Background: an optimization exercise with open tools, aiming at small area. Do not read the settings as production practice.
Only simulation tests tie the RTL to the original design; equivalence was not proved.

## job 3481
==> flow/design.v <==
module apb_mem_slave #(
  parameter int ADDR_WIDTH  = 8,
  parameter int DATA_WIDTH  = 32,
  parameter int STRB_WIDTH  = DATA_WIDTH / 8,
  parameter int MEM_DEPTH   = 64,
  parameter int WAIT_STATES = 2
) (
  input  logic                  pclk,
  input  logic                  preset,
  input  logic [ADDR_WIDTH-1:0] paddr,
  input  logic                  psel,
  input  logic                  penable,
  input  logic                  pwrite,
  input  logic [DATA_WIDTH-1:0] pwdata,
  input  logic [STRB_WIDTH-1:0] pstrb,
  output logic [DATA_WIDTH-1:0] prdata,
  output logic                  pready,
  output logic                  pslverr
);
  localparam int NRING = MEM_DEPTH / 4;
  logic       acc1, acc2;           
  logic [1:0] rot;                  
  logic [1:0] clr_cnt;              
  logic       clearing;
  logic       in_rng;
  logic       wr_commit;
  logic       pend;                 
  logic       wr_act;
  logic       whit;
  logic [3:0] wi;                   
  logic [1:0] wlo;                  
  logic [DATA_WIDTH-1:0] wd;        
  logic [STRB_WIDTH-1:0] ws;        
  assign in_rng    = (paddr[7:6] == 2'b00);
  assign wr_commit = pready && psel && pwrite && in_rng;
  assign wr_act    = wr_commit || pend;
  assign clearing  = preset || (clr_cnt != 2'd0);
  assign whit      = wr_act && (wlo + rot + 2'd1 == 2'd0);
  always_ff @(posedge pclk) pslverr <= !in_rng;
  always_ff @(posedge pclk) begin
    if (preset) begin
      acc1    <= 1'b0;
      acc2    <= 1'b0;
      pready  <= 1'b0;
      rot     <= '0;
      clr_cnt <= 2'd3;
      pend    <= 1'b0;
    end else begin
      acc1    <= psel && !penable;
      acc2    <= acc1 && psel;
      pready  <= acc2 && psel;
      rot     <= rot + 2'd1;
      if (clr_cnt != 2'd0) clr_cnt <= clr_cnt - 2'd1;
      pend    <= wr_act && !whit;
    end
  end
  localparam int WREG = 6 + DATA_WIDTH + STRB_WIDTH;
  logic [WREG-1:0] wreg, wreg_in, wreg_d;
  logic            acc2_n;
  assign acc2_n  = !acc2;
  assign wreg_in = {paddr[5:0], pwdata, pstrb};
  for (genvar k = 0; k < WREG; k++) begin : g_wreg
    apb_mem_slave_ao22 u_ld (
      .a1(wreg[k]), .a2(acc2_n), .b1(wreg_in[k]), .b2(acc2), .y(wreg_d[k])
    );
  end
  always_ff @(posedge pclk) wreg <= wreg_d;
  assign {wi, wlo, wd, ws} = wreg;
  logic [DATA_WIDTH-1:0] tapq [NRING];    
  for (genvar g = 0; g < NRING; g++) begin : g_ring
    logic [DATA_WIDTH-1:0] q0, q1, q2, q3;
    logic hit;
    assign hit = whit && (wi == 4'(g));
    for (genvar b = 0; b < STRB_WIDTH; b++) begin : g_byte
      logic [7:0] d;
      logic       wen, shf;
      assign wen = !clearing && hit && ws[b];
      assign shf = !clearing && !(hit && ws[b]);
      for (genvar k = 0; k < 8; k++) begin : g_bit
        apb_mem_slave_ao22 u_sel (
          .a1(q3[8*b + k]), .a2(shf), .b1(wd[8*b + k]), .b2(wen), .y(d[k])
        );
      end
      always_ff @(posedge pclk) q0[8*b +: 8] <= d;
    end
    always_ff @(posedge pclk) begin
      q1 <= q0;
      q2 <= q1;
      q3 <= q2;
    end
    assign tapq[g] = q0;
  end
  logic             at_tap;
  logic [NRING-1:0] rsel_n;
  logic             any_n, keep;
  logic [DATA_WIDTH-1:0] capn, cap_d;
  assign at_tap = in_rng && (paddr[1:0] + rot == 2'd0);
  always_comb begin
    for (int i = 0; i < NRING; i++) begin
      rsel_n[i] = !(at_tap && (paddr[5:2] == 4'(i)));
    end
  end
  assign any_n = !at_tap;
  assign keep  = psel && !pready;
  for (genvar k = 0; k < DATA_WIDTH; k++) begin : g_rd
    logic [7:0] t;
    logic [3:0] u;
    logic       v;
    for (genvar j = 0; j < 8; j++) begin : g_pair
      apb_mem_slave_oai22 u_pair (
        .a1(tapq[2*j][k]), .a2(rsel_n[2*j]), .b1(tapq[2*j + 1][k]), .b2(rsel_n[2*j + 1]),
        .y(t[j])
      );
    end
    for (genvar j = 0; j < 4; j++) begin : g_nor
      apb_mem_slave_nor2 u_nor (.a(t[2*j]), .b(t[2*j + 1]), .y(u[j]));
    end
    apb_mem_slave_nand4 u_or (.a(u), .y(v));
    apb_mem_slave_o21ai u_out (.a1(v), .a2(any_n), .b1(capn[k]), .y(prdata[k]));
    apb_mem_slave_nand2 u_cap (.a(prdata[k]), .b(keep), .y(cap_d[k]));
  end
  always_ff @(posedge pclk) capn <= cap_d;
endmodule
module apb_mem_slave_ao22 (
  input  logic a1,
  input  logic a2,
  input  logic b1,
  input  logic b2,
  output logic y
);
  assign y = (a1 & a2) | (b1 & b2);
endmodule
module apb_mem_slave_oai22 (
  input  logic a1,
  input  logic a2,
  input  logic b1,
  input  logic b2,
  output logic y
);
  assign y = !((a1 | a2) & (b1 | b2));
endmodule
module apb_mem_slave_nor2 (
  input  logic a,
  input  logic b,
  output logic y
);
  assign y = !(a | b);
endmodule
module apb_mem_slave_nand4 (
  input  logic [3:0] a,
  output logic       y
);
  assign y = !(&a);
endmodule
module apb_mem_slave_o21ai (
  input  logic a1,
  input  logic a2,
  input  logic b1,
  output logic y
);
  assign y = !((a1 | a2) & b1);
endmodule
module apb_mem_slave_nand2 (
  input  logic a,
  input  logic b,
  output logic y
);
  assign y = !(a & b);
endmodule
==> flow/config.mk <==
export PLATFORM = sky130hd
export DESIGN_NAME = apb_mem_slave
export DESIGN_NICKNAME = apb_mem_slave
export VERILOG_FILES = /design/flow/design.v
export SDC_FILE = /design/flow/constraint.sdc
export NUM_CORES = 4
export LEC_CHECK = 0
export CAP_MARGIN = 10
export CORE_MARGIN = 2
export CORE_UTILIZATION = 48
export GPL_TIMING_DRIVEN = 1
export SLEW_MARGIN = 10
export SYNTH_HIERARCHICAL = 1
export SYNTH_MINIMUM_KEEP_SIZE = 0
==> flow/constraint.sdc <==
create_clock -name core_clock -period 5.0 [get_ports {pclk}]
set_input_delay 1.0000 -clock core_clock [delete_from_list [all_inputs] [get_ports {pclk}]]
set_output_delay 1.0000 -clock core_clock [all_outputs]
set_load 0.01 [all_outputs]
standard.sh (not shown) runs the stock make flow with config.mk's settings and CLKGATE_MAP_FILE= SYNTH_SCRIPT=/design/flow/synth_recipe.tcl, a recipe that flattens the netlist after the stock synthesis.
==> flow/flow/run.sh <==
#!/bin/bash
set -euo pipefail
export CTS_ARGS="-sink_clustering_enable -repair_clock_nets -dont_use_dummy_load -buf_list sky130_fd_sc_hd__clkbuf_4 -root_buf sky130_fd_sc_hd__clkbuf_16 -sink_clustering_size 11 -sink_clustering_max_diameter 40"
export BUFFER_PORTS_ARGS="-buffer_cell sky130_fd_sc_hd__buf_1"
bash standard.sh finish > standard.log 2>&1
Job 3481 reached the end of the flow, and the finished layout is clean on the timing, DRC and antenna checks.
Modified inputs, job 4759 compared to job 3481
- CORE_UTILIZATION: 48 -> 55
==> flow/flow/run.sh <==
#!/bin/bash
set -euo pipefail
export CTS_ARGS="-sink_clustering_enable -repair_clock_nets -dont_use_dummy_load -buf_list sky130_fd_sc_hd__clkbuf_8 -root_buf sky130_fd_sc_hd__clkbuf_16 -sink_clustering_size 20 -sink_clustering_max_diameter 50"
export BUFFER_PORTS_ARGS="-buffer_cell sky130_fd_sc_hd__buf_1"
bash standard.sh finish > standard.log 2>&1
Results
Job 4759: no failed stages, no open violations at the end
Job 4759 vs job 3481 — area of combinational cells with multiple inputs dropped slightly
When the final numbers for job 3481 and job 4759 were put side by side, the share of the core filled with cells turned out to be smaller in job 3481.
| final area | job 4759 vs job 3481 | ≈ equal |
Between job 3481 and job 4759, first-pass GRT wire length increased.
--- input diff job 4759..job 6153 ---
- PLACE_DENSITY now 0.75, previously not set
==> flow/flow/run.sh <==
#!/bin/bash
set -euo pipefail
export CTS_ARGS="-sink_clustering_enable -repair_clock_nets -dont_use_dummy_load -buf_list sky130_fd_sc_hd__clkbuf_4 -root_buf sky130_fd_sc_hd__clkbuf_16 -sink_clustering_size 11 -sink_clustering_max_diameter 40"
export BUFFER_PORTS_ARGS="-buffer_cell sky130_fd_sc_hd__buf_1"
bash standard.sh finish > standard.log 2>&1
--- outcome ---
NOTE: maximum number of pins on one net before global-route repair in job 6153 exceeds that of job 4759
Summary — global-route wire length before repair, job 6153 relative to job 4759: lower, by about 5.6%.
Clock buffer count grows by more than half when moving from job 4759 to job 6153.
Higher wire length reported by the detailed router among job 6153 and job 4759: job 4759
Cell at the slowest stage of the critical path = dfxtp_1: job 6153; cell at the slowest stage of the critical path = nor2_1: job 4759
Compared with job 4759, in job 6153 layout overhead on the synthesized area decreased 0.51 points; via count went up by 298; clock period minus worst slack has decreased.
Summary of job 6153 over job 4759: cell area after layout went down; maximum fanout encountered on the critical timing path +5; global-route total usage across every layer fell by 1.7 points.

[static timing again, ports no longer ideal]
No port has a modelled driver above. Below, the same layouts with a new extraction and two added sets of constraints. Step 1 (the two cells are an assumption about what drives the block):
set clk [get_ports {pclk}]
set_driving_cell -lib_cell sky130_fd_sc_hd__clkbuf_16 $clk
set_driving_cell -lib_cell sky130_fd_sc_hd__buf_2 [delete_from_list [all_inputs] $clk]
Step 2 adds t to the input delays and takes it off the output delays; t is the mean of the earliest and latest rising clock arrival at the registers after step 1. Input paths then give back, and output paths get back, about the clock's delay inside the block. Three values: no drivers, after step 1, after step 2; two values: the first two.
| run | shift t [ns] | setup slack, ns | slew at the worst register clock pin (ns) |
|---|---|---|---|
| job 3481 | 0.830 | 0.489 / 0.457 / 0.457 | 0.12 / 0.12 |
| job 4759 | 0.764 | 0.175 / 0.079 / 0.079 | 0.12 / 0.12 |
| job 6153 | 0.818 | 0.279 / 0.210 / 0.276 | 0.12 / 0.12 |
After both steps every run listed still meets setup and hold. The setup slack of job 4759, which loses most, moves by -0.096 ns with the drivers and by -0.096 ns with both steps.
